Context: an optimization exercise on an open-source flow, tuned for small area and a short achievable clock period. The choices shown serve that exercise and are no tape-out recipe. Only simulation tests tie the RTL to the original design; equivalence was not proved.

==> flow/design.v (outline; a module is shown in full before it is edited, if it fits) <==
// module mm_mult_arbiter: 3395 lines
module mm_mult_arbiter #(
  parameter int W_D        = 32,
  parameter int NUM_REQ    = 4,
  parameter int MULT_DEPTH = 6
) (
  input  logic                   CLK,
  input  logic                   RST_N,
  input  logic                   HOLD,
  input  logic [NUM_REQ-1:0]     REQ_VALID,
  input  logic [NUM_REQ-1:0]     REQ_LAST,
  input  logic [NUM_REQ*W_D-1:0] REQ_A,
  input  logic [NUM_REQ*W_D-1:0] REQ_B,
  output logic [NUM_REQ-1:0]     REQ_READY,
  output logic [NUM_REQ-1:0]     RSLT_VALID,
  output logic [2*W_D-1:0]       RSLT,
  output logic                   RSLT_LAST,
  output logic                   BUSY
);
  // ...
==> flow/flow/run.sh <==
#!/bin/bash
# Own flow: the standard layout (standard.sh) with three changes:
#  1. Yosys's generic "abc -fast" pre-mapping inside "synth -run fine:" is skipped (-noabc), so
#     extract_fa sees the adder tree as written and the full adders keep their polarity (no
#     inverters between them). The rest of the synthesis script, and so the register naming,
#     is the standard one.
#  2. The port buffers that buffer_ports puts on every input and output are buf_1 cells.
#  3. Timing repair aims at a setup slack of OWN_SETUP_MARGIN ns instead of config.mk's.
# Each tool's output goes to a log file in this folder (synth.log, layout.log).
set -euo pipefail
WORK=$(pwd)
OWN_SETUP_MARGIN=5.6

# synthesis script: synth_recipe.tcl, sourcing a copy of ORFS's synth.tcl with -noabc on the
# fine-grained synth call
sed 's/synth -top \$::env(DESIGN_NAME) -run fine: {\*}\$synth_full_args/synth -top $::env(DESIGN_NAME) -run fine: -noabc {*}$synth_full_args/' \
  "$FLOW_HOME/scripts/synth.tcl" > "$WORK/own_synth.tcl"
grep -q -- '-run fine: -noabc' "$WORK/own_synth.tcl"
sed "s#source \$::env(SCRIPTS_DIR)/synth.tcl#source $WORK/own_synth.tcl#" \
  "$WORK/synth_recipe.tcl" > "$WORK/own_synth_recipe.tcl"
grep -q "own_synth.tcl" "$WORK/own_synth_recipe.tcl"

# standard.sh with the synthesis script and the repair margin swapped
sed -e "s#SYNTH_SCRIPT=[^ ]*#SYNTH_SCRIPT=$WORK/own_synth_recipe.tcl#" \
    -e "s#SETUP_SLACK_MARGIN=[^ ]*#SETUP_SLACK_MARGIN=$OWN_SETUP_MARGIN#" \
    "$WORK/standard.sh" > "$WORK/own_standard.sh"
grep -q "own_synth_recipe.tcl" "$WORK/own_standard.sh"
grep -q "SETUP_SLACK_MARGIN=$OWN_SETUP_MARGIN" "$WORK/own_standard.sh"

bash "$WORK/own_standard.sh" synth > "$WORK/synth.log" 2>&1
bash "$WORK/own_standard.sh" "BUFFER_PORTS_ARGS=-buffer_cell sky130_fd_sc_hd__buf_1" finish > "$WORK/layout.log" 2>&1
==> flow/standard.sh <==
#!/bin/bash
# synth_recipe.tcl (not shown) runs the flow's synth.tcl, then flattens the netlist and writes it again
# the make line also repeats each setting of config.mk as NAME=value (left out here)
make -C /OpenROAD-flow-scripts/flow DESIGN_CONFIG=/design/flow/config.mk WORK_HOME=/design/flow/orfs CLKGATE_MAP_FILE= SYNTH_SCRIPT=/design/flow/synth_recipe.tcl "${@:-finish}"
==> flow/config.mk <==
export PLATFORM = sky130hd
export DESIGN_NAME = mm_mult_arbiter
export DESIGN_NICKNAME = mm_mult_arbiter
export VERILOG_FILES = /design/flow/design.v
export SDC_FILE = /design/flow/constraint.sdc
export NUM_CORES = 4
export LEC_CHECK = 0
export CAP_MARGIN = 20
export CORE_MARGIN = 2
export CORE_UTILIZATION = 55
export CTS_BUF_LIST = sky130_fd_sc_hd__clkbuf_4 sky130_fd_sc_hd__clkbuf_8
export CTS_CLUSTER_DIAMETER = 100
export CTS_CLUSTER_SIZE = 16
export SETUP_SLACK_MARGIN = 5
export SLEW_MARGIN = 20
==> flow/constraint.sdc <==
create_clock -name core_clock -period 10.0 [get_ports {CLK}]
set_input_delay 2.0000 -clock core_clock [delete_from_list [all_inputs] [get_ports {CLK}]]
set_output_delay 2.0000 -clock core_clock [all_outputs]
set_load 0.01 [all_outputs]
==> impl_metrics.ini, run 1 <==
[drt]
drc_errors = 0
ant_nets = 0

[cells_and_area]
inv_count = 68
seq_cells = 640
fin_util_pct = 59.8
ff_latch_area_sq_um = 12900
clk_share_pct = 1.85
final_layout_size_suffix_gt1_share_pct = 8.13
multi_input_cells = 2202
layout_commonest_cell = dfxtp_1
multiInputGateArea_sq_um = 23200
most-common-layout-cells = dfxtp_1 (562), xor2_1 (524), fa_1 (501)
buffers = 418
fill_cells = 5621

[timing]
worst_hold_slack_ns = 0.320
fmax_ghz = 0.213
setup_violations = 0
tns_ns = 0

[run]
cap_viol_max_count = 0

[synthesis]
synth_top_area_share_pct = 34.2
yosys-top-cells-count = dfxtp_1 (640), xor2_1 (524), fa_1 (501)
syn_avg_cell_area_sq_um = 11.5
synth_edf_count = 0
yosys.area_share.adder_pct = 30.5
yosys.area_share.simple_pct = 3.48
synth_area_leaders = dfxtp_1 (34%), fa_1 (27%), xor2_1 (12%)

[floorplanning]
num_rows = 95

[grt]
grt_pass1_vias = 29327
grt.busiest_layer = met2

[setup_path]
max_stage_delay_ns = 0.19
critPathBufInv = 2
cp-start-kind = input pin
r2r_cells = 9
r2r-start = a_nr[18]$_DFF_P_

[clock_tree]
numCtsBuffers = 47
postCtsHoldBufs = 0
cts_sinks = 640
clockRootBuffer = clkbuf_8

[placement]
post_dp_cell_area_sq_um = 39200

[run_status]
status = complete, no violations
==> inputs of run 2 (changes only) <==
--- a/flow/design.v
+++ b/flow/design.v
@@ -1197,16 +1197,23 @@
   logic fs472, fc472;
   logic fs473, fc473;
   logic fs474, fc474;
   logic fs475, fc475;
   logic fs476, fc476;
   logic fs477, fc477;
   logic fs478, fc478;
   logic fs479, fc479;
+  logic hs44, hc44;
+  logic hs45, hc45;
+  logic fs480, fc480;
+  logic fs481, fc481;
+  logic fs482, fc482;
+  logic fs483, fc483;
+  logic fs484, fc484;
   assign pp0_0 = ~((bo_nr[0] | a_nr[0]) & (bt_nr[0] | 1'b1)) ^ bn_r[0];
   assign pp0_1 = ~((bo_nr[0] | a_nr[1]) & (bt_nr[0] | a_nr[0])) ^ bn_r[0];
   assign pp0_2 = ~((bo_nr[0] | a_nr[2]) & (bt_nr[0] | a_nr[1])) ^ bn_r[0];
   assign pp0_3 = ~((bo_nr[0] | a_nr[3]) & (bt_nr[0] | a_nr[2])) ^ bn_r[0];
   assign pp0_4 = ~((bo_nr[0] | a_nr[4]) & (bt_nr[0] | a_nr[3])) ^ bn_r[0];
   assign pp0_5 = ~((bo_nr[0] | a_nr[5]) & (bt_nr[0] | a_nr[4])) ^ bn_r[0];
   assign pp0_6 = ~((bo_nr[0] | a_nr[6]) & (bt_nr[0] | a_nr[5])) ^ bn_r[0];
   assign pp0_7 = ~((bo_nr[0] | a_nr[7]) & (bt_nr[0] | a_nr[6])) ^ bn_r[0];
@@ -2821,149 +2828,158 @@
   assign fs476 = fc363 ^ fs418 ^ fc417;
   assign fc476 = (fc363 & fs418) | (fc363 & fc417) | (fs418 & fc417);
   assign fs477 = hc38 ^ fs419 ^ fc418;
   assign fc477 = (hc38 & fs419) | (hc38 & fc418) | (fs419 & fc418);
   assign fs478 = pp16_30 ^ hs41 ^ fc419;
   assign fc478 = (pp16_30 & hs41) | (pp16_30 & fc419) | (hs41 & fc419);
   assign fs479 = bnn15 ^ pp16_31 ^ hc41;
   assign fc479 = (bnn15 & pp16_31) | (bnn15 & hc41) | (pp16_31 & hc41);
-  logic [126:0] s1;
+  assign hs44 = bn_r[0] ^ pp0_0;
+  assign hc44 = bn_r[0] & pp0_0;
+  assign hs45 = pp0_1 ^ hc44;
+  assign hc45 = pp0_1 & hc44;
+  assign fs480 = hs42 ^ pp1_0 ^ hc45;
+  assign fc480 = (hs42 & pp1_0) | (hs42 & hc45) | (pp1_0 & hc45);
+  assign fs481 = hc42 ^ hs43 ^ fc480;
+  assign fc481 = (hc42 & hs43) | (hc42 & fc480) | (hs43 & fc480);
+  assign fs482 = hc43 ^ fs420 ^ fc481;
+  assign fc482 = (hc43 & fs420) | (hc43 & fc481) | (fs420 & fc481);
+  assign fs483 = fc420 ^ fs421 ^ fc482;
+  assign fc483 = (fc420 & fs421) | (fc420 & fc482) | (fs421 & fc482);
+  assign fs484 = fc421 ^ fs422 ^ fc483;
+  assign fc484 = (fc421 & fs422) | (fc421 & fc483) | (fs422 & fc483);
+  logic [121:0] s1;
   always_ff @(posedge CLK) begin
-    s1[0] <= bn_r[0];    
-    s1[1] <= pp0_0;    
-    s1[2] <= pp0_1;    
-    s1[3] <= hs42;    
-    s1[4] <= pp1_0;    
-    s1[5] <= hc42;    
-    s1[6] <= hs43;    
-    s1[7] <= hc43;    
-    s1[8] <= fs420;    
-    s1[9] <= fc420;    
-    s1[10] <= fs421;    
-    s1[11] <= fc421;    
-    s1[12] <= fs422;    
-    s1[13] <= fc422;    
-    s1[14] <= fs423;    
-    s1[15] <= fc423;    
-    s1[16] <= fs424;    
-    s1[17] <= fc424;    
-    s1[18] <= fs425;    
-    s1[19] <= fc425;    
-    s1[20] <= fs426;    
-    s1[21] <= fc426;    
-    s1[22] <= fs427;    
-    s1[23] <= fc427;    
-    s1[24] <= fs428;    
-    s1[25] <= fc428;    
-    s1[26] <= fs429;    
-    s1[27] <= fc429;    
-    s1[28] <= fs430;    
-    s1[29] <= fc430;    
-    s1[30] <= fs431;    
-    s1[31] <= fc431;    
-    s1[32] <= fs432;    
-    s1[33] <= fc432;    
-    s1[34] <= fs433;    
-    s1[35] <= fc433;    
-    s1[36] <= fs434;    
-    s1[37] <= fc434;    
-    s1[38] <= fs435;    
-    s1[39] <= fc435;    
-    s1[40] <= fs436;    
-    s1[41] <= fc436;    
-    s1[42] <= fs437;    
-    s1[43] <= fc437;    
-    s1[44] <= fs438;    
-    s1[45] <= fc438;    
-    s1[46] <= fs439;    
-    s1[47] <= fc439;    
-    s1[48] <= fs440;    
-    s1[49] <= fc440;    
-    s1[50] <= fs441;    
-    s1[51] <= fc441;    
-    s1[52] <= fs442;    
-    s1[53] <= fc442;    
-    s1[54] <= fs443;    
-    s1[55] <= fc443;    
-    s1[56] <= fs444;    
-    s1[57] <= fc444;    
-    s1[58] <= fs445;    
-    s1[59] <= fc445;    
-    s1[60] <= fs446;    
-    s1[61] <= fc446;    
-    s1[62] <= fs447;    
-    s1[63] <= fc447;    
-    s1[64] <= fs448;    
-    s1[65] <= fc448;    
-    s1[66] <= fs449;    
-    s1[67] <= fc449;    
-    s1[68] <= fs450;    
-    s1[69] <= fc450;    
-    s1[70] <= fs451;    
-    s1[71] <= fc451;    
-    s1[72] <= fs452;    
-    s1[73] <= fc452;    
-    s1[74] <= fs453;    
-    s1[75] <= fc453;    
-    s1[76] <= fs454;    
-    s1[77] <= fc454;    
-    s1[78] <= fs455;    
-    s1[79] <= fc455;    
-    s1[80] <= fs456;    
-    s1[81] <= fc456;    
-    s1[82] <= fs457;    
-    s1[83] <= fc457;    
-    s1[84] <= fs458;    
-    s1[85] <= fc458;    
-    s1[86] <= fs459;    
-    s1[87] <= fc459;    
-    s1[88] <= fs460;    
-    s1[89] <= fc460;    
-    s1[90] <= fs461;    
-    s1[91] <= fc461;    
-    s1[92] <= fs462;    
-    s1[93] <= fc462;    
-    s1[94] <= fs463;    
-    s1[95] <= fc463;    
-    s1[96] <= fs464;    
-    s1[97] <= fc464;    
-    s1[98] <= fs465;    
-    s1[99] <= fc465;    
-    s1[100] <= fs466;    
-    s1[101] <= fc466;    
-    s1[102] <= fs467;    
-    s1[103] <= fc467;    
-    s1[104] <= fs468;    
-    s1[105] <= fc468;    
-    s1[106] <= fs469;    
-    s1[107] <= fc469;    
-    s1[108] <= fs470;    
-    s1[109] <= fc470;    
-    s1[110] <= fs471;    
-    s1[111] <= fc471;    
-    s1[112] <= fs472;    
-    s1[113] <= fc472;    
-    s1[114] <= fs473;    
-    s1[115] <= fc473;    
-    s1[116] <= fs474;    
-    s1[117] <= fc474;    
-    s1[118] <= fs475;    
-    s1[119] <= fc475;    
-    s1[120] <= fs476;    
-    s1[121] <= fc476;    
-    s1[122] <= fs477;    
-    s1[123] <= fc477;    
-    s1[124] <= fs478;    
-    s1[125] <= fc478;    
-    s1[126] <= fs479;    
+    s1[0] <= hs44;    
+    s1[1] <= hs45;    
+    s1[2] <= fs480;    
+    s1[3] <= fs481;    
+    s1[4] <= fs482;    
+    s1[5] <= fs483;    
+    s1[6] <= fs484;    
+    s1[7] <= fc484;    
+    s1[8] <= fc422;    
+    s1[9] <= fs423;    
+    s1[10] <= fc423;    
+    s1[11] <= fs424;    
+    s1[12] <= fc424;    
+    s1[13] <= fs425;    
+    s1[14] <= fc425;    
+    s1[15] <= fs426;    
+    s1[16] <= fc426;    
+    s1[17] <= fs427;    
+    s1[18] <= fc427;    
+    s1[19] <= fs428;    
+    s1[20] <= fc428;    
+    s1[21] <= fs429;    
+    s1[22] <= fc429;    
+    s1[23] <= fs430;    
+    s1[24] <= fc430;    
+    s1[25] <= fs431;    
+    s1[26] <= fc431;    
+    s1[27] <= fs432;    
+    s1[28] <= fc432;    
+    s1[29] <= fs433;    
+    s1[30] <= fc433;    
+    s1[31] <= fs434;    
+    s1[32] <= fc434;    
+    s1[33] <= fs435;    
+    s1[34] <= fc435;    
+    s1[35] <= fs436;    
+    s1[36] <= fc436;    
+    s1[37] <= fs437;    
+    s1[38] <= fc437;    
+    s1[39] <= fs438;    
+    s1[40] <= fc438;    
+    s1[41] <= fs439;    
+    s1[42] <= fc439;    
+    s1[43] <= fs440;    
+    s1[44] <= fc440;    
+    s1[45] <= fs441;    
+    s1[46] <= fc441;    
+    s1[47] <= fs442;    
+    s1[48] <= fc442;    
+    s1[49] <= fs443;    
+    s1[50] <= fc443;    
+    s1[51] <= fs444;    
+    s1[52] <= fc444;    
+    s1[53] <= fs445;    
+    s1[54] <= fc445;    
+    s1[55] <= fs446;    
+    s1[56] <= fc446;    
+    s1[57] <= fs447;    
+    s1[58] <= fc447;    
+    s1[59] <= fs448;    
+    s1[60] <= fc448;    
+    s1[61] <= fs449;    
+    s1[62] <= fc449;    
+    s1[63] <= fs450;    
+    s1[64] <= fc450;    
+    s1[65] <= fs451;    
+    s1[66] <= fc451;    
+    s1[67] <= fs452;    
+    s1[68] <= fc452;    
+    s1[69] <= fs453;    
+    s1[70] <= fc453;    
+    s1[71] <= fs454;    
+    s1[72] <= fc454;    
+    s1[73] <= fs455;    
+    s1[74] <= fc455;    
+    s1[75] <= fs456;    
+    s1[76] <= fc456;    
+    s1[77] <= fs457;    
+    s1[78] <= fc457;    
+    s1[79] <= fs458;    
+    s1[80] <= fc458;    
+    s1[81] <= fs459;    
+    s1[82] <= fc459;    
+    s1[83] <= fs460;    
+    s1[84] <= fc460;    
+    s1[85] <= fs461;    
+    s1[86] <= fc461;    
+    s1[87] <= fs462;    
+    s1[88] <= fc462;    
+    s1[89] <= fs463;    
+    s1[90] <= fc463;    
+    s1[91] <= fs464;    
+    s1[92] <= fc464;    
+    s1[93] <= fs465;    
+    s1[94] <= fc465;    
+    s1[95] <= fs466;    
+    s1[96] <= fc466;    
+    s1[97] <= fs467;    
+    s1[98] <= fc467;    
+    s1[99] <= fs468;    
+    s1[100] <= fc468;    
+    s1[101] <= fs469;    
+    s1[102] <= fc469;    
+    s1[103] <= fs470;    
+    s1[104] <= fc470;    
+    s1[105] <= fs471;    
+    s1[106] <= fc471;    
+    s1[107] <= fs472;    
+    s1[108] <= fc472;    
+    s1[109] <= fs473;    
+    s1[110] <= fc473;    
+    s1[111] <= fs474;    
+    s1[112] <= fc474;    
+    s1[113] <= fs475;    
+    s1[114] <= fc475;    
+    s1[115] <= fs476;    
+    s1[116] <= fc476;    
+    s1[117] <= fs477;    
+    s1[118] <= fc477;    
+    s1[119] <= fs478;    
+    s1[120] <= fc478;    
+    s1[121] <= fs479;    
   end
   logic [63:0] fin_a, fin_b;
-  assign fin_a = {s1[125], s1[123], s1[121], s1[119], s1[117], s1[115], s1[113], s1[111], s1[109], s1[107], s1[105], s1[103], s1[101], s1[99], s1[97], s1[95], s1[93], s1[91], s1[89], s1[87], s1[85], s1[83], s1[81], s1[79], s1[77], s1[75], s1[73], s1[71], s1[69], s1[67], s1[65], s1[63], s1[61], s1[59], s1[57], s1[55], s1[53], s1[51], s1[49], s1[47], s1[45], s1[43], s1[41], s1[39], s1[37], s1[35], s1[33], s1[31], s1[29], s1[27], s1[25], s1[23], s1[21], s1[19], s1[17], s1[15], s1[13], s1[11], s1[9], s1[7], s1[5], s1[3], s1[2], s1[0]};
-  assign fin_b = {s1[126], s1[124], s1[122], s1[120], s1[118], s1[116], s1[114], s1[112], s1[110], s1[108], s1[106], s1[104], s1[102], s1[100], s1[98], s1[96], s1[94], s1[92], s1[90], s1[88], s1[86], s1[84], s1[82], s1[80], s1[78], s1[76], s1[74], s1[72], s1[70], s1[68], s1[66], s1[64], s1[62], s1[60], s1[58], s1[56], s1[54], s1[52], s1[50], s1[48], s1[46], s1[44], s1[42], s1[40], s1[38], s1[36], s1[34], s1[32], s1[30], s1[28], s1[26], s1[24], s1[22], s1[20], s1[18], s1[16], s1[14], s1[12], s1[10], s1[8], s1[6], s1[4], 1'b0, s1[1]};
+  assign fin_a = {s1[120], s1[118], s1[116], s1[114], s1[112], s1[110], s1[108], s1[106], s1[104], s1[102], s1[100], s1[98], s1[96], s1[94], s1[92], s1[90], s1[88], s1[86], s1[84], s1[82], s1[80], s1[78], s1[76], s1[74], s1[72], s1[70], s1[68], s1[66], s1[64], s1[62], s1[60], s1[58], s1[56], s1[54], s1[52], s1[50], s1[48], s1[46], s1[44], s1[42], s1[40], s1[38], s1[36], s1[34], s1[32], s1[30], s1[28], s1[26], s1[24], s1[22], s1[20], s1[18], s1[16], s1[14], s1[12], s1[10], s1[8], s1[7], 1'b0, 1'b0, 1'b0, 1'b0, 1'b0, 1'b0};
+  assign fin_b = {s1[121], s1[119], s1[117], s1[115], s1[113], s1[111], s1[109], s1[107], s1[105], s1[103], s1[101], s1[99], s1[97], s1[95], s1[93], s1[91], s1[89], s1[87], s1[85], s1[83], s1[81], s1[79], s1[77], s1[75], s1[73], s1[71], s1[69], s1[67], s1[65], s1[63], s1[61], s1[59], s1[57], s1[55], s1[53], s1[51], s1[49], s1[47], s1[45], s1[43], s1[41], s1[39], s1[37], s1[35], s1[33], s1[31], s1[29], s1[27], s1[25], s1[23], s1[21], s1[19], s1[17], s1[15], s1[13], s1[11], s1[9], s1[7], 1'b0, 1'b0, 1'b0, 1'b0, 1'b0, 1'b0};
   logic [63:0] ap, ag, fin_s;
   assign ap = fin_a ^ fin_b;
   assign ag = fin_a & fin_b;
   logic bg1, bp1;
   assign bg1 = ag[1] | (ap[1] & ag[0]);
   assign bp1 = ap[1] & ap[0];
   logic bg2, bp2;
   assign bg2 = ag[3] | (ap[3] & ag[2]);
@@ -3383,13 +3399,13 @@
   assign fin_s[58] = ap[58] ^ bg88;
   assign fin_s[59] = ap[59] ^ bg118;
   assign fin_s[60] = ap[60] ^ bg74;
   assign fin_s[61] = ap[61] ^ bg119;
   assign fin_s[62] = ap[62] ^ bg89;
   assign fin_s[63] = ap[63] ^ bg120;
   logic [63:0] prod [6];
   always_ff @(posedge CLK) begin
-    prod[0] <= fin_s;
+    prod[0] <= {fin_s[63:7], s1[6:0]};
     for (int k = 1; k < 6; k++) prod[k] <= prod[k-1];
   end
   assign RSLT = prod[5];
 endmodule
--- a/flow/flow/run.sh
+++ b/flow/flow/run.sh
@@ -4,17 +4,17 @@
 #     extract_fa sees the adder tree as written and the full adders keep their polarity (no
 #     inverters between them). The rest of the synthesis script, and so the register naming,
 #     is the standard one.
 #  2. The port buffers that buffer_ports puts on every input and output are buf_1 cells.
 #  3. Timing repair aims at a setup slack of OWN_SETUP_MARGIN ns instead of config.mk's.
 # Each tool's output goes to a log file in this folder (synth.log, layout.log).
 set -euo pipefail
 WORK=$(pwd)
-OWN_SETUP_MARGIN=5.6
+OWN_SETUP_MARGIN=5.5
 
 # synthesis script: synth_recipe.tcl, sourcing a copy of ORFS's synth.tcl with -noabc on the
 # fine-grained synth call
 sed 's/synth -top \$::env(DESIGN_NAME) -run fine: {\*}\$synth_full_args/synth -top $::env(DESIGN_NAME) -run fine: -noabc {*}$synth_full_args/' \
   "$FLOW_HOME/scripts/synth.tcl" > "$WORK/own_synth.tcl"
 grep -q -- '-run fine: -noabc' "$WORK/own_synth.tcl"
 sed "s#source \$::env(SCRIPTS_DIR)/synth.tcl#source $WORK/own_synth.tcl#" \
   "$WORK/synth_recipe.tcl" > "$WORK/own_synth_recipe.tcl"
==> run 2 against run 1 <==
  * Still clean on timing, DRC and antenna
  * Flip-flop and latch count decreased by 5
  * Synthesized cell count decreased by 2.1%
  * Area after synthesis decreased by 1.5%
  * Hold slack about the same
  * Cell area decreased by 1.5%
==> impl_metrics.ini, run 2 <==
[setup_path]
max_stage_delay_ns = 0.13
path_cells = buf_12, buf_4, nand2_2, a41oi_2, nor2_1, buf_2
r2r_cells = 9
arrival_ns = 2.66
r2r-end = s1[61]$_DFF_P_
critPathCaptureType = output pin
reg2reg_slack_ns = 5.57
critPathMaxFanout = 4
slowest_stage = buf_4
r2r-start = a_nr[30]$_DFF_P_
path_class = input pin to output pin
required_ns = 8.00
cp-start-kind = input pin

[synthesis]
yosys-top-cells-count = dfxtp_1 (635), xor2_1 (510), fa_1 (504)
yosys.cell_types.count = 57
synth_ff_type = dfxtp_1
synth_area_leaders = dfxtp_1 (34%), fa_1 (27%), xor2_1 (12%)
syn_avg_cell_area_sq_um = 11.6
synth_area_leader_cell = dfxtp_1
yosys_warnings = 4
synth_fp_nets = 4049
ys_async_sr_fraction_pct = 0
synth_top_area_share_pct = 34.5
ys_ff_latch = 635
netlist_area_sq_um = 36900
synth_edf_count = 0
ys_seq_area_share_pct = 34.5
postSynthCellCount = 3173
yosysMostFrequentCell = dfxtp_1

[clock_tree]
cts_tree = done
cts_sinks = 635
cts_buffer_depth = 3
htreeDepth = 2
clockRootBuffer = clkbuf_8
clock_latency_ns = 0.69
numCtsBuffers = 46
path_clk_slew_ns = 0.10

[floorplanning]
start_util_pct = 55.8
core-area_sq_um = 66100
die_w_um = 263
die_h_um = 263
io_pins = 341
num_rows = 94
dieArea_sq_um = 69100

[cells_and_area]
reg_top3 = prod x384, s1 x122, a_nr x32
final_area_sq_um = 39600
final_cells = 4188
largest-register = prod
layout.nets = 4188
area_growth_pct = 7.40
most-common-layout-cells = dfxtp_1 (564), xor2_1 (510), fa_1 (504)
final_layout_size_suffix_gt1_share_pct = 8.05
layout_commonest_cell = dfxtp_1
fin_util_pct = 59.9
largest_reg_flops = 384
fill_cells = 5513

[drt]
firstDrtPassIters = 6
drc_errors = 0
ant_nets = 0
finalWirelength_mm = 118
drtIter0Drc = 2934
vias = 26847
post_drt_wl_per_cell_um = 28.1
routed_via_density = 6.41

[hold_path]
holdPathEnd = prod[3][11]$_DFF_P_
hold_start = prod[2][11]$_DFF_P_
min_path_type = register to register
holdPathStages = 0

[timing]
tns_ns = 0
hold_viol = 0
min_period_ns = 4.66
setup_violations = 0
fmax_ghz = 0.214
skew_ns = 0.0331
drv_slew = 0
worstMarginPinSlew_ns = 1.13
relSlewSlack_pct = 24.8
finalCritPeriodShare_pct = 46.6
rsz0062_at_grt = yes

[grt]
grt_pass1_vias = 28984
use_met2_pct = 53.0
antenna_found_initial = 8
grt.busiest_layer = met2
grtUsageMet3_pct = 9.33
grt_overflow = 0
track_usage_pct = 33.7
grt_max_degree = 68
grt_pass1_wl_mm = 176
grt_use_met1_pct = 42.7

[placement]
dp_hpwl_mm = 77.6
dp_cells = 4121
globalplace.congestion = 0.948
port-buffer-count = 340
post_dp_cell_area_sq_um = 38600

[run]
cap_viol_max_count = 0

[run_status]
status = complete, no violations
## run 2: cell types whose count changed in the layout (fill, tap and decap cells not counted), moves of 16 or more
cell,previous run,this run
a21oi_1,19,35
nand2_1,52,25
nand4_1,19,3
nor2_1,49,67
nor2b_1,50,30
o21ai_0,62,6
## run 2: area by class of cell
| class | instances | area (sq um) | share of cell area (%) |
|---|---|---|---|
| tap | 864 | 1080 | 2.73 |
| sequential | 635 | 12800 | 32.4 |
| timing repair buffer | 416 | 1940 | 4.90 |
| multi-input combinational | 2136 | 22700 | 57.4 |
| clock buffer | 47 | 641 | 1.62 |
| clock inverter | 6 | 62.6 | 0.158 |
| inverter | 77 | 294 | 0.743 |
| antenna | 7 | 17.5 | 0.0442 |
## run 2: worst max-delay path: cells and delay by family
kind	cells	cell delay [ns]
AO/OA/AOI/OAI	1	0.12
AND/OR/NAND/NOR	2	0.17
buffers and inverters	3	0.36
## run 2: repair_timing
action	4_1_cts	5_1_grt
hold buffers	0	0
setup endpoints to repair	13	24
buffers inserted	6	1
pin swaps	9	6
resized for setup	37	21
## run 2: per-stage QoR
| step | hold slack, ns | setup slack (ns) |
|---|---|---|
| finish | 0.321 | 5.34 |
| CTS | 0.319 | 5.35 |
| global route | 0.329 | 5.30 |
| detailed placement | 0.312 | 5.02 |
| floorplan | 0.310 | 5.43 |
| global placement | 0.309 | 5.03 |
## run 2: cell families after synthesis
family | synth area share, %
adder cells (fa/ha/maj) | 30.9
XOR/XNOR | 13.6
AND/OR/NAND/NOR | 2.81
AO/OA/AOI/OAI | 14.1
buffers and inverters | 4.12
flip-flops | 34.5
## run 2: worst max path at each step
stage	from	to	slack [ns]	depth (start not counted)
after global placement	REQ_VALID[2]	REQ_READY[0]	5.03	5
after global routing	REQ_VALID[3]	REQ_READY[0]	5.30	5
after CTS	REQ_VALID[3]	REQ_READY[2]	5.35	5
after floorplan	REQ_VALID[2]	REQ_READY[1]	5.43	4
after detailed placement	REQ_VALID[2]	REQ_READY[0]	5.02	5
final	REQ_VALID[3]	REQ_READY[1]	5.34	6
## run 2: metal layers
layer | vias to the layer above | wire [um]
li1 | 11126 | -
met4 | 0 | 6820
met3 | 433 | 13700
met1 | 13361 | 44000
met2 | 1927 | 53300
met5 | - | 0
==> inputs of run 3 (changes only) <==
--- a/flow/flow/run.sh
+++ b/flow/flow/run.sh
@@ -11,3 +11,3 @@
 WORK=$(pwd)
-OWN_SETUP_MARGIN=5.5
+OWN_SETUP_MARGIN=5.35
 
==> run 3 against run 2 <==
  * Fmax rose by 0.20%
  * Area after synthesis did not move
  * Clock skew rose by 0.029 ns
  * Synthesized cell count did not move
  * Via count fell by 0.55%
  * Highest routed layer unchanged
==> impl_metrics.ini, run 3 <==
[grt]
grt_pass1_wl_mm = 175
antenna_found_initial = 7
track_usage_pct = 33.3
grt_max_degree = 66
grt_overflow = 0
grt_pass1_vias = 29040

[placement]
dp_slack_ns = 5.01
port-buffer-count = 340
globalplace.congestion = 1.03
post_dp_cell_area_sq_um = 38600
dp_hpwl_mm = 76.6

[drt]
firstDrtPassIters = 7
drtIter0Drc = 2908
vias = 26698
ant_nets = 0
drc_errors = 0
routed_via_density = 6.37
finalWirelength_mm = 116
post_drt_wl_per_cell_um = 27.8

[floorplanning]
start_util_pct = 55.8
die_h_um = 263
core-area_sq_um = 66100
dieArea_sq_um = 69100
num_rows = 94
io_pins = 341
die_w_um = 263

[synthesis]
postSynthCellCount = 3173
yosys-top-cells-count = dfxtp_1 (635), xor2_1 (510), fa_1 (504)
synth_edf_count = 0
synth_ff_type = dfxtp_1
ys_seq_area_share_pct = 34.5
yosysMostFrequentCell = dfxtp_1
synth_fp_nets = 4049
netlist_area_sq_um = 36900
synth_area_leaders = dfxtp_1 (34%), fa_1 (27%), xor2_1 (12%)
syn_avg_cell_area_sq_um = 11.6
yosys.cell_types.count = 57
synth_top_area_share_pct = 34.5
ys_ff_latch = 635
synth_area_leader_cell = dfxtp_1
yosys_warnings = 4
ys_async_sr_fraction_pct = 0

[cells_and_area]
layout.nets = 4190
largest-register = prod
reg_top3 = prod x384, s1 x122, a_nr x32
most-common-layout-cells = dfxtp_1 (563), xor2_1 (510), fa_1 (504)
area_growth_pct = 7.21
final_layout_size_suffix_gt1_share_pct = 7.83
fill_cells = 5504
layout_commonest_cell = dfxtp_1
final_area_sq_um = 39500
largest_reg_flops = 384

[setup_path]
critPathCaptureType = output pin
path_cells = buf_6, a22oi_2, a41oi_2, nor2_1, buf_2
critPathMaxFanout = 9
arrival_ns = 2.65
slowest_stage = a22oi_2
cp-start-kind = input pin
max_stage_delay_ns = 0.15
required_ns = 8.00
path_class = input pin to output pin

[timing]
worst_slack_ns = 5.35
finalCritPeriodShare_pct = 46.5
worst_hold_slack_ns = 0.319
fmax_ghz = 0.215
worstMarginPinSlew_ns = 1.12
drv_slew = 0
min_period_ns = 4.65
tns_ns = 0
relSlewSlack_pct = 25.0
hold_viol = 0
setup_violations = 0
skew_ns = 0.0621
rsz0062_at_grt = yes

[clock_tree]
cts_sinks = 635
postCtsHoldBufs = 0
htreeDepth = 2
numCtsBuffers = 47
cts_tree = done
clock_latency_ns = 0.71
clockRootBuffer = clkbuf_8
path_clk_slew_ns = 0.09
cts_buffer_depth = 3

[hold_path]
min_path_type = register to register

[run_status]
status = complete, no violations

[run]
cap_viol_max_count = 0
[run 3: stage by stage]
step                util [%]  instances
detailed placement      58.4       4122
global route            59.8       4191
finish                  59.8       4191
global placement        58.4       4122
CTS                     59.7       4180
floorplan                  -       3173
[run 3: cell families after synthesis]
| family | after synthesis | share of synthesized area, % |
|---|---|---|
| XOR/XNOR | 572 | 13.6 |
| adder cells (fa/ha/maj) | 609 | 30.9 |
| AO/OA/AOI/OAI | 752 | 14.1 |
| flip-flops | 635 | 34.5 |
| buffers and inverters | 402 | 4.12 |
| AND/OR/NAND/NOR | 203 | 2.81 |
[run 3: critical path: cells and delay by family]
kind | cells | cell delay [ns]
buffers and inverters | 2 | 0.25
and+or+nand+nor | 1 | 0.11
AOI/OAI and AO/OA | 2 | 0.29
[run 3: worst paths after layout]
check                                    startpoint                   to  slack (ns)  depth (start not counted)
worst min register to register  prod[0][30]$_DFF_P_  prod[1][30]$_DFF_P_        0.32                          0
worst min-delay path            prod[0][30]$_DFF_P_  prod[1][30]$_DFF_P_        0.32                          0
worst max register to register     bt_nr[6]$_DFF_P_       s1[65]$_DFF_P_        5.37                          8
worst max-delay path                   REQ_VALID[0]         REQ_READY[1]        5.35                          5
[run 3: area by class of cell]
class	count	area (sq um)	share of cell area (%)
repair buffers	417	1920	4.86
inverters	77	289	0.731
multi-input cells	2136	22700	57.4
well taps	864	1080	2.74
clock buffers	48	654	1.66
clock inverters	7	76.3	0.193
flip-flops and latches	635	12800	32.4
diodes	7	17.5	0.0443
[run 3: timing repair]
| action | in CTS | in global routing |
|---|---|---|
| resized for setup | 28 | 3 |
| setup buffers | 3 | 4 |
| pin swaps | 6 | 9 |
| setup endpoints to repair | 10 | 5 |
[run 3: per-layer routing]
| metal | routed length (um) | GRT usage (%) |
|---|---|---|
| met1 | 43400 | 41.8 |
| met2 | 53700 | 53.4 |
| met3 | 13000 | 9.00 |
| met4 | 6270 | 16.5 |
| met5 | 0 | 0 |
==> inputs of run 4 (changes only) <==
--- a/flow/config.mk
+++ b/flow/config.mk
@@ -9,3 +9,3 @@
 export CORE_MARGIN = 2
-export CORE_UTILIZATION = 55
+export CORE_UTILIZATION = 60
 export CTS_BUF_LIST = sky130_fd_sc_hd__clkbuf_4 sky130_fd_sc_hd__clkbuf_8
==> run 4 against run 3 <==
  * Still clean
  * Global-route usage is 2.3 points higher
  * Clock skew is 0.011 ns lower
  * Register-to-register slack better by 0.11 ns
  * Critical path depth stayed put
  * Largest cell class unchanged
==> impl_metrics.ini, run 4 <==
[clock_tree]
htreeDepth = 2
cts_tree = done
clock_latency_ns = 0.69
path_clk_slew_ns = 0.11
clockRootBuffer = clkbuf_8
cts_buffer_depth = 3
numCtsBuffers = 46
postCtsHoldBufs = 0
cts_sinks = 635

[timing]
min_period_ns = 4.67
setup_violations = 0
rsz0062_at_grt = yes
hold_viol = 0
worstMarginPinSlew_ns = 1.07
fmax_ghz = 0.214
skew_ns = 0.0512
finalCritPeriodShare_pct = 46.7
drv_slew = 0
tns_ns = 0
worst_slack_ns = 5.33
relSlewSlack_pct = 28.7

[setup_path]
path_class = input pin to output pin
r2r-end = s1[59]$_DFF_P_
critPathCaptureType = output pin
required_ns = 8.00
arrival_ns = 2.67
r2r_cells = 8
r2r-start = bo_nr[6]$_DFF_P_
cp-start-kind = input pin
critPathMaxFanout = 5
reg2reg_slack_ns = 5.48

[drt]
drtIter0Drc = 3043
firstDrtPassIters = 6
finalWirelength_mm = 113
ant_nets = 0
post_drt_wl_per_cell_um = 27.5
vias = 27099
drc_errors = 0
routed_via_density = 6.60

[synthesis]
yosys-top-cells-count = dfxtp_1 (635), xor2_1 (510), fa_1 (504)
postSynthCellCount = 3173
ys_async_sr_fraction_pct = 0
synth_ff_type = dfxtp_1
ys_seq_area_share_pct = 34.5
yosys_warnings = 4
yosys.cell_types.count = 57
ys_ff_latch = 635
synth_area_leader_cell = dfxtp_1
synth_edf_count = 0
syn_avg_cell_area_sq_um = 11.6
netlist_area_sq_um = 36900
synth_top_area_share_pct = 34.5
synth_area_leaders = dfxtp_1 (34%), fa_1 (27%), xor2_1 (12%)
synth_fp_nets = 4049
yosysMostFrequentCell = dfxtp_1

[grt]
grt_max_degree = 63
antenna_found_initial = 6
grt_pass1_wl_mm = 170
grt_overflow = 0
track_usage_pct = 35.6
grt_pass1_vias = 29098

[run_status]
status = complete, no violations

[cells_and_area]
most-common-layout-cells = dfxtp_1 (566), xor2_1 (510), fa_1 (504)
final_layout_size_suffix_gt1_share_pct = 7.69
reg_top3 = prod x384, s1 x122, a_nr x32
area_growth_pct = 6.90
fill_cells = 4763
largest_reg_flops = 384
final_area_sq_um = 39400
largest-register = prod
layout.nets = 4187
layout_commonest_cell = dfxtp_1

[floorplanning]
dieArea_sq_um = 63400
core-area_sq_um = 60600
start_util_pct = 60.9
die_h_um = 252
num_rows = 90
io_pins = 341
die_w_um = 252

[run]
cap_viol_max_count = 0

[placement]
dp_slack_ns = 5.00
globalplace.congestion = 0.981
post_dp_cell_area_sq_um = 38500
port-buffer-count = 340
dp_hpwl_mm = 75.4

[hold_path]
holdPathEnd = own[1][0]$_DFF_P_
min_path_type = register to register
holdPathStages = 0
hold_start = own[0][0]$_DFF_P_
## run 4: cell counts after synthesis
Identical to the previous run, type by type.
## run 4: layout make-up
| type | count | area (sq um) | area share [%] |
|---|---|---|---|
| diodes | 6 | 15.0 | 0.0381 |
| clock buffers | 48 | 661 | 1.68 |
| clock inverters | 5 | 77.6 | 0.197 |
| inverters | 77 | 289 | 0.733 |
| multi-input cells | 2136 | 22700 | 57.6 |
| flip-flops and latches | 635 | 12800 | 32.5 |
| well taps | 782 | 978 | 2.48 |
| repair buffers | 415 | 1900 | 4.81 |
## run 4: metrics by stage
step / hold slack [ns] / std cells / utilization (%)
final: 0.312 / 4104 / 65.1
after global routing: 0.335 / 4102 / 65.0
after CTS: 0.321 / 4097 / 65.0
after detailed placement: 0.312 / 4040 / 63.6
after global placement: 0.310 / 4040 / 63.6
after floorplan: 0.310 / 3173 / -
## run 4: worst max path at each step
| stage | startpoint | slack (ns) | cells past startpoint | end |
|---|---|---|---|---|
| after floorplan | REQ_VALID[0] | 5.39 | 4 | REQ_READY[1] |
| after global placement | REQ_VALID[2] | 5.08 | 5 | REQ_READY[1] |
| after detailed placement | RST_N | 5.00 | 4 | BUSY |
| after CTS | REQ_VALID[3] | 5.31 | 5 | REQ_READY[0] |
| after global routing | REQ_VALID[2] | 5.29 | 5 | REQ_READY[3] |
| final | REQ_VALID[2] | 5.33 | 5 | REQ_READY[2] |
## run 4: metal layers
| metal | GRT usage [%] | share of wire [%] | vias to the layer above |
|---|---|---|---|
| met5 | 0 | 0 | - |
| met4 | 21.1 | 6.5 | 0 |
| li1 | - | - | 11140 |
| met2 | 55.5 | 46 | 2083 |
| met3 | 10.9 | 12 | 551 |
| met1 | 43.8 | 36 | 13325 |
## run 4: worst max-delay path: stages
cell     delay, ns
buf_12        0.11
buf_4         0.13
a41oi_1       0.22
nor2_1        0.07
buf_2         0.14
## run 4: cells by family after synthesis
group	count (synthesis)	synth area share, %
compound gates	752	14.1
flops	635	34.5
fa+ha+maj	609	30.9
xor+xnor	572	13.6
buf+inv	402	4.12
simple gates	203	2.81
## run 4: what timing repair did
action                     in CTS  in global routing
gates resized for setup        26                  5
pin swaps                       9                  7
setup endpoints to repair      10                  5
buffers inserted                4                  1
==> inputs of run 5 (changes only) <==
--- a/flow/config.mk
+++ b/flow/config.mk
@@ -9,3 +9,3 @@
 export CORE_MARGIN = 2
-export CORE_UTILIZATION = 60
+export CORE_UTILIZATION = 45
 export CTS_BUF_LIST = sky130_fd_sc_hd__clkbuf_4 sky130_fd_sc_hd__clkbuf_8
==> run 5 against run 4 <==
  * Cell area increased by 0.98%
  * Die area grew 33%
  * Setup slack gained 0.023 ns
  * Highest routed layer is now met5
  * Clock skew rose by 0.024 ns
  * Utilization down 16 points
  * Fmax grew 0.50%
  * Routed wire length fell by 2.6%
==> impl_metrics.ini, run 5 <==
[hold_path]
min_path_type = register to register

[synthesis]
yosys-top-cells-count = dfxtp_1 (635), xor2_1 (510), fa_1 (504)
ys_ff_latch = 635
syn_avg_cell_area_sq_um = 11.6
netlist_area_sq_um = 36900
synth_ff_type = dfxtp_1
yosys.cell_types.count = 57
synth_area_leader_cell = dfxtp_1
ys_async_sr_fraction_pct = 0
synth_fp_nets = 4049
postSynthCellCount = 3173
yosys_warnings = 4
yosysMostFrequentCell = dfxtp_1
synth_edf_count = 0
synth_area_leaders = dfxtp_1 (34%), fa_1 (27%), xor2_1 (12%)
synth_top_area_share_pct = 34.5
ys_seq_area_share_pct = 34.5

[drt]
post_drt_wl_per_cell_um = 25.1
ant_nets = 0
drtIter0Drc = 2707
firstDrtPassIters = 6
vias = 26039
routed_via_density = 5.94
drc_errors = 0
finalWirelength_mm = 110

[grt]
grt_pass1_wl_mm = 166
track_usage_pct = 25.7
grt_overflow = 0
antenna_found_initial = 18
grt_pass1_vias = 26990
grt_max_degree = 68

[placement]
dp_cells = 4308
port-buffer-count = 340
dp_hpwl_mm = 71.0
globalplace.congestion = 0.982

[floorplanning]
die_w_um = 290
start_util_pct = 45.6
io_pins = 341
die_h_um = 290
num_rows = 104
core-area_sq_um = 80800
dieArea_sq_um = 84200

[timing]
tns_ns = 0
worst_hold_slack_ns = 0.298
hold_viol = 0
rsz0062_at_grt = yes
relSlewSlack_pct = 26.6
drv_slew = 0
skew_ns = 0.0755
min_period_ns = 4.64
worstMarginPinSlew_ns = 1.10
finalCritPeriodShare_pct = 46.4
setup_violations = 0
fmax_ghz = 0.215

[cells_and_area]
layout_commonest_cell = dfxtp_1
reg_top3 = prod x384, s1 x122, a_nr x32
final_cells = 4387
area_growth_pct = 7.94
final_layout_size_suffix_gt1_share_pct = 7.79
largest_reg_flops = 384
most-common-layout-cells = dfxtp_1 (562), xor2_1 (510), fa_1 (504)
largest-register = prod
layout.nets = 4179

[clock_tree]
cts_buffer_depth = 3
htreeDepth = 2
cts_tree = done
path_clk_slew_ns = 0.09
clockRootBuffer = clkbuf_8
cts_sinks = 635
numCtsBuffers = 48
clock_latency_ns = 0.72

[setup_path]
path_class = input pin to output pin
reg2reg_slack_ns = 5.44
cp-start-kind = input pin
required_ns = 8.00
critPathMaxFanout = 5
arrival_ns = 2.64
critPathCaptureType = output pin

[run_status]
status = complete, no violations

[run]
cap_viol_max_count = 0
run 5: worst paths after layout:
kind                                          start                   to  cells past startpoint
worst max register to register     a_nr[13]$_DFF_P_       s1[65]$_DFF_P_                      8
worst min-delay path            prod[2][60]$_DFF_P_  prod[3][60]$_DFF_P_                      0
worst min register to register  prod[2][60]$_DFF_P_  prod[3][60]$_DFF_P_                      0
worst max-delay path                   REQ_VALID[2]         REQ_READY[1]                      5
run 5: metrics by stage:
stage               setup WS (ns)  util, %  instance area, sq um
finish                       5.36     49.2                 39800
global route                 5.31     49.2                 39800
CTS                          5.33     49.1                 39700
detailed placement           5.05     48.0                 38800
global placement             5.05     48.0                 38800
floorplan                    5.39        -                 36900
run 5: critical path, stage by stage:
cell and delay [ns]:
buf_12 0.11, a22oi_2 0.16, a41oi_2 0.13, nor2_1 0.11, buf_2 0.13
run 5: per-layer routing:
metal  global-route usage [%]  up-vias  part of all wire (%)
met4                     11.6        6                   4.6
met5                        0        -                 0.037
met1                     33.1    12825                    39
met2                     40.0     1686                    45
met3                     7.63      366                    11
li1                         -    11156                     -
run 5: layout make-up:
cell class	count	area, sq um
fill	7298	41000
tap	1060	1330
inverter	77	289
clock inverter	8	111
clock buffer	51	689
multi-input combinational	2136	22700
antenna	15	37.5
timing repair buffer	405	1830
sequential	635	12800
run 5: repair_timing:
action,CTS,global route
pin swaps,7,9
buffers inserted,3,2
resized for setup,27,9
cloned,0,0
endpoints found under the setup margin,10,8
hold buffers,0,0
run 5: cells by family (layout without fill, tap and decap cells):
| kind of cell | Yosys count | in the layout | synth area share (%) |
|---|---|---|---|
| AND/OR/NAND/NOR | 203 | 203 | 2.81 |
| adder cells (fa/ha/maj) | 609 | 609 | 30.9 |
| AO/OA/AOI/OAI | 752 | 752 | 14.1 |
| flip-flops | 635 | 635 | 34.5 |
| other | 0 | 15 | 0 |
| XOR/XNOR | 572 | 572 | 13.6 |
| buffers and inverters | 402 | 541 | 4.12 |
==> inputs of run 6 (changes only) <==
--- a/flow/config.mk
+++ b/flow/config.mk
@@ -11,4 +11,4 @@
 export CTS_BUF_LIST = sky130_fd_sc_hd__clkbuf_4 sky130_fd_sc_hd__clkbuf_8
-export CTS_CLUSTER_DIAMETER = 100
-export CTS_CLUSTER_SIZE = 16
+export CTS_CLUSTER_DIAMETER = 70
+export CTS_CLUSTER_SIZE = 20
 export SETUP_SLACK_MARGIN = 5
==> run 6 against run 5 <==
  * Die area unchanged
  * Clock skew is 0.017 ns lower
  * Flip-flop and latch count unchanged
  * Utilization grew 0.16 points
  * Sequential share of layout area shrank 0.10 points
  * Count of clock-buffer cells in the layout down 3
  * Critical path depth unchanged
  * Non-clock buffer count did not move
  * Via count increased by 0.27%
  * Fmax up 0.15%
  * Highest routed layer unchanged
==> impl_metrics.ini, run 6 <==
[floorplanning]
core-area_sq_um = 80800
start_util_pct = 45.6
num_rows = 104
dieArea_sq_um = 84200
die_h_um = 290
io_pins = 341
die_w_um = 290

[clock_tree]
cts_sinks = 635
htreeDepth = 2
numCtsBuffers = 46
clockRootBuffer = clkbuf_8
cts_tree = done
postCtsHoldBufs = 0
clock_latency_ns = 0.71
path_clk_slew_ns = 0.11
cts_buffer_depth = 3

[cells_and_area]
reg_top3 = prod x384, s1 x122, a_nr x32
ff_latch_area_sq_um = 12800
most-common-layout-cells = dfxtp_1 (562), xor2_1 (510), fa_1 (504)
fill_cells = 7299
layout.nets = 4177
multiInputGateArea_sq_um = 22700
largest_reg_flops = 384
largest-register = prod
area_growth_pct = 8.29
final_layout_size_suffix_gt1_share_pct = 8.07
layout_commonest_cell = dfxtp_1

[setup_path]
arrival_ns = 2.64
critPathCaptureType = output pin
required_ns = 8.00
cp-start-kind = input pin
r2r-end = s1[63]$_DFF_P_
r2r_cells = 8
critPathMaxFanout = 5
path_class = input pin to output pin
r2r-start = a_nr[13]$_DFF_P_
reg2reg_slack_ns = 5.40

[timing]
worstMarginPinSlew_ns = 1.12
relSlewSlack_pct = 25.1
skew_ns = 0.0583
hold_viol = 0
rsz0062_at_grt = yes
min_period_ns = 4.64
tns_ns = 0
finalCritPeriodShare_pct = 46.4
fmax_ghz = 0.216
setup_violations = 0
drv_slew = 0

[grt]
track_usage_pct = 25.7
grt_pass1_wl_mm = 166
grt_overflow = 0
grt_max_degree = 68
antenna_found_initial = 17
grt_pass1_vias = 27079

[run_status]
status = complete, no violations

[synthesis]
synth_fp_nets = 4049
netlist_area_sq_um = 36900
yosys-top-cells-count = dfxtp_1 (635), xor2_1 (510), fa_1 (504)
synth_area_leaders = dfxtp_1 (34%), fa_1 (27%), xor2_1 (12%)
synth_area_leader_cell = dfxtp_1
synth_top_area_share_pct = 34.5
synth_ff_type = dfxtp_1
ys_async_sr_fraction_pct = 0
postSynthCellCount = 3173
synth_edf_count = 0
ys_seq_area_share_pct = 34.5
ys_ff_latch = 635
syn_avg_cell_area_sq_um = 11.6
yosys_warnings = 4
yosysMostFrequentCell = dfxtp_1
yosys.cell_types.count = 57

[hold_path]
hold_start = prod[2][52]$_DFF_P_
min_path_type = register to register
holdPathStages = 0
holdPathEnd = prod[3][52]$_DFF_P_

[drt]
drtIter0Drc = 2755
ant_nets = 0
post_drt_wl_per_cell_um = 25.0
firstDrtPassIters = 7
routed_via_density = 5.94
finalWirelength_mm = 110
drc_errors = 0
vias = 26110

[placement]
globalplace.congestion = 0.982
dp_hpwl_mm = 71.0
port-buffer-count = 340

[run]
cap_viol_max_count = 0
run 6: worst max-delay path, stage by stage:
cell and delay [ns]:
buf_12 0.11, a22oi_2 0.17, a41oi_2 0.13, nor2_1 0.10
buf_2 0.13
run 6: timing repair:
action / 4_1_cts / 5_1_grt
setup buffers: 3 / 2
pin swaps: 7 / 9
gates resized for setup: 27 / 9
setup endpoints to repair: 10 / 8
run 6: worst max path at each step:
stage                     depth (start not counted)           end          from  slack (ns)
after floorplan                                   4  REQ_READY[1]  REQ_VALID[0]        5.39
after global placement                            5  REQ_READY[1]  REQ_VALID[2]        5.05
after detailed placement                          4          BUSY         RST_N        5.05
after CTS                                         5  REQ_READY[1]  REQ_VALID[2]        5.33
after global routing                              5  REQ_READY[0]  REQ_VALID[3]        5.31
final                                             5  REQ_READY[0]  REQ_VALID[3]        5.36
run 6: layout make-up:
class / count / area share (%)
antenna: 13 / 0.0815
clock buffer: 48 / 1.62
clock inverter: 21 / 0.721
inverter: 77 / 0.724
multi-input combinational: 2136 / 56.9
sequential: 635 / 32.1
tap: 1060 / 3.32
timing repair buffer: 405 / 4.59
run 6: metrics by stage:
step | std cells | hold WS [ns] | setup slack (ns) | area, sq um | utilization [%]
CTS | 4380 | 0.324 | 5.33 | 39800 | 49.3
detailed placement | 4308 | 0.312 | 5.05 | 38800 | 48.0
global route | 4395 | 0.327 | 5.31 | 39900 | 49.4
finish | 4395 | 0.324 | 5.36 | 39900 | 49.4
global placement | 4308 | 0.310 | 5.05 | 38800 | 48.0
floorplan | 3173 | 0.310 | 5.39 | 36900 | -
run 6: logic make-up after synthesis:
| logic type | synth area share (%) |
|---|---|
| AOI/OAI and AO/OA | 14.1 |
| xor gates and xnor gates | 13.6 |
| adders and majority gates | 30.9 |
| buffers and inverters | 4.12 |
| DFF | 34.5 |
| and+or+nand+nor | 2.81 |
run 6: per-layer routing:
metal  share of wire, %  vias up  GRT usage, %
li1                   -    11145             -
met1                 39    12890          33.4
met2                 45     1695          39.7
met3                 12      374          7.46
met4                4.7        6          11.7
met5              0.037        -             0

==> afterwards: timing with drivers on the ports <==
No port has a modelled driver above. Below, the same layouts with a new extraction and two added sets of constraints.
Step 1 sets driving cells, clkbuf_16 on the clock port and buf_2 on the other inputs (assumed; they add their load-dependent delay and slew).
Step 2 also shifts input and output timing later by t, the mid clock arrival at the registers, as if the neighbouring blocks saw the same clock.
Slacks: ideal ports / drivers / drivers and shift; pairs: ideal ports / drivers.
| run | t (ns) | setup WS [ns] | hold WS [ns] | worst setup path at the end | clock arrival spread, ns |
|---|---|---|---|---|---|
| run 1 | 0.744 | 5.307 / 5.249 / 5.249 | 0.320 / 0.320 / 0.320 | input to output | 0.039 / 0.039 |
| run 2 | 0.740 | 5.338 / 5.291 / 5.291 | 0.321 / 0.321 / 0.321 | input to output | 0.038 / 0.038 |
| run 3 | 0.738 | 5.347 / 5.302 / 5.302 | 0.319 / 0.319 / 0.319 | input to output | 0.063 / 0.063 |
| run 4 | 0.724 | 5.333 / 5.286 / 5.281 | 0.312 / 0.312 / 0.312 | input to register | 0.053 / 0.053 |
| run 5 | 0.746 | 5.356 / 5.299 / 5.299 | 0.298 / 0.298 / 0.298 | input to output | 0.076 / 0.076 |
| run 6 | 0.748 | 5.362 / 5.308 / 5.308 | 0.324 / 0.324 / 0.324 | input to output | 0.058 / 0.059 |
After both steps setup and hold are still met in every run listed. The setup slack of run 1, which loses most, moves by -0.058 ns with the drivers and by -0.058 ns with both steps.
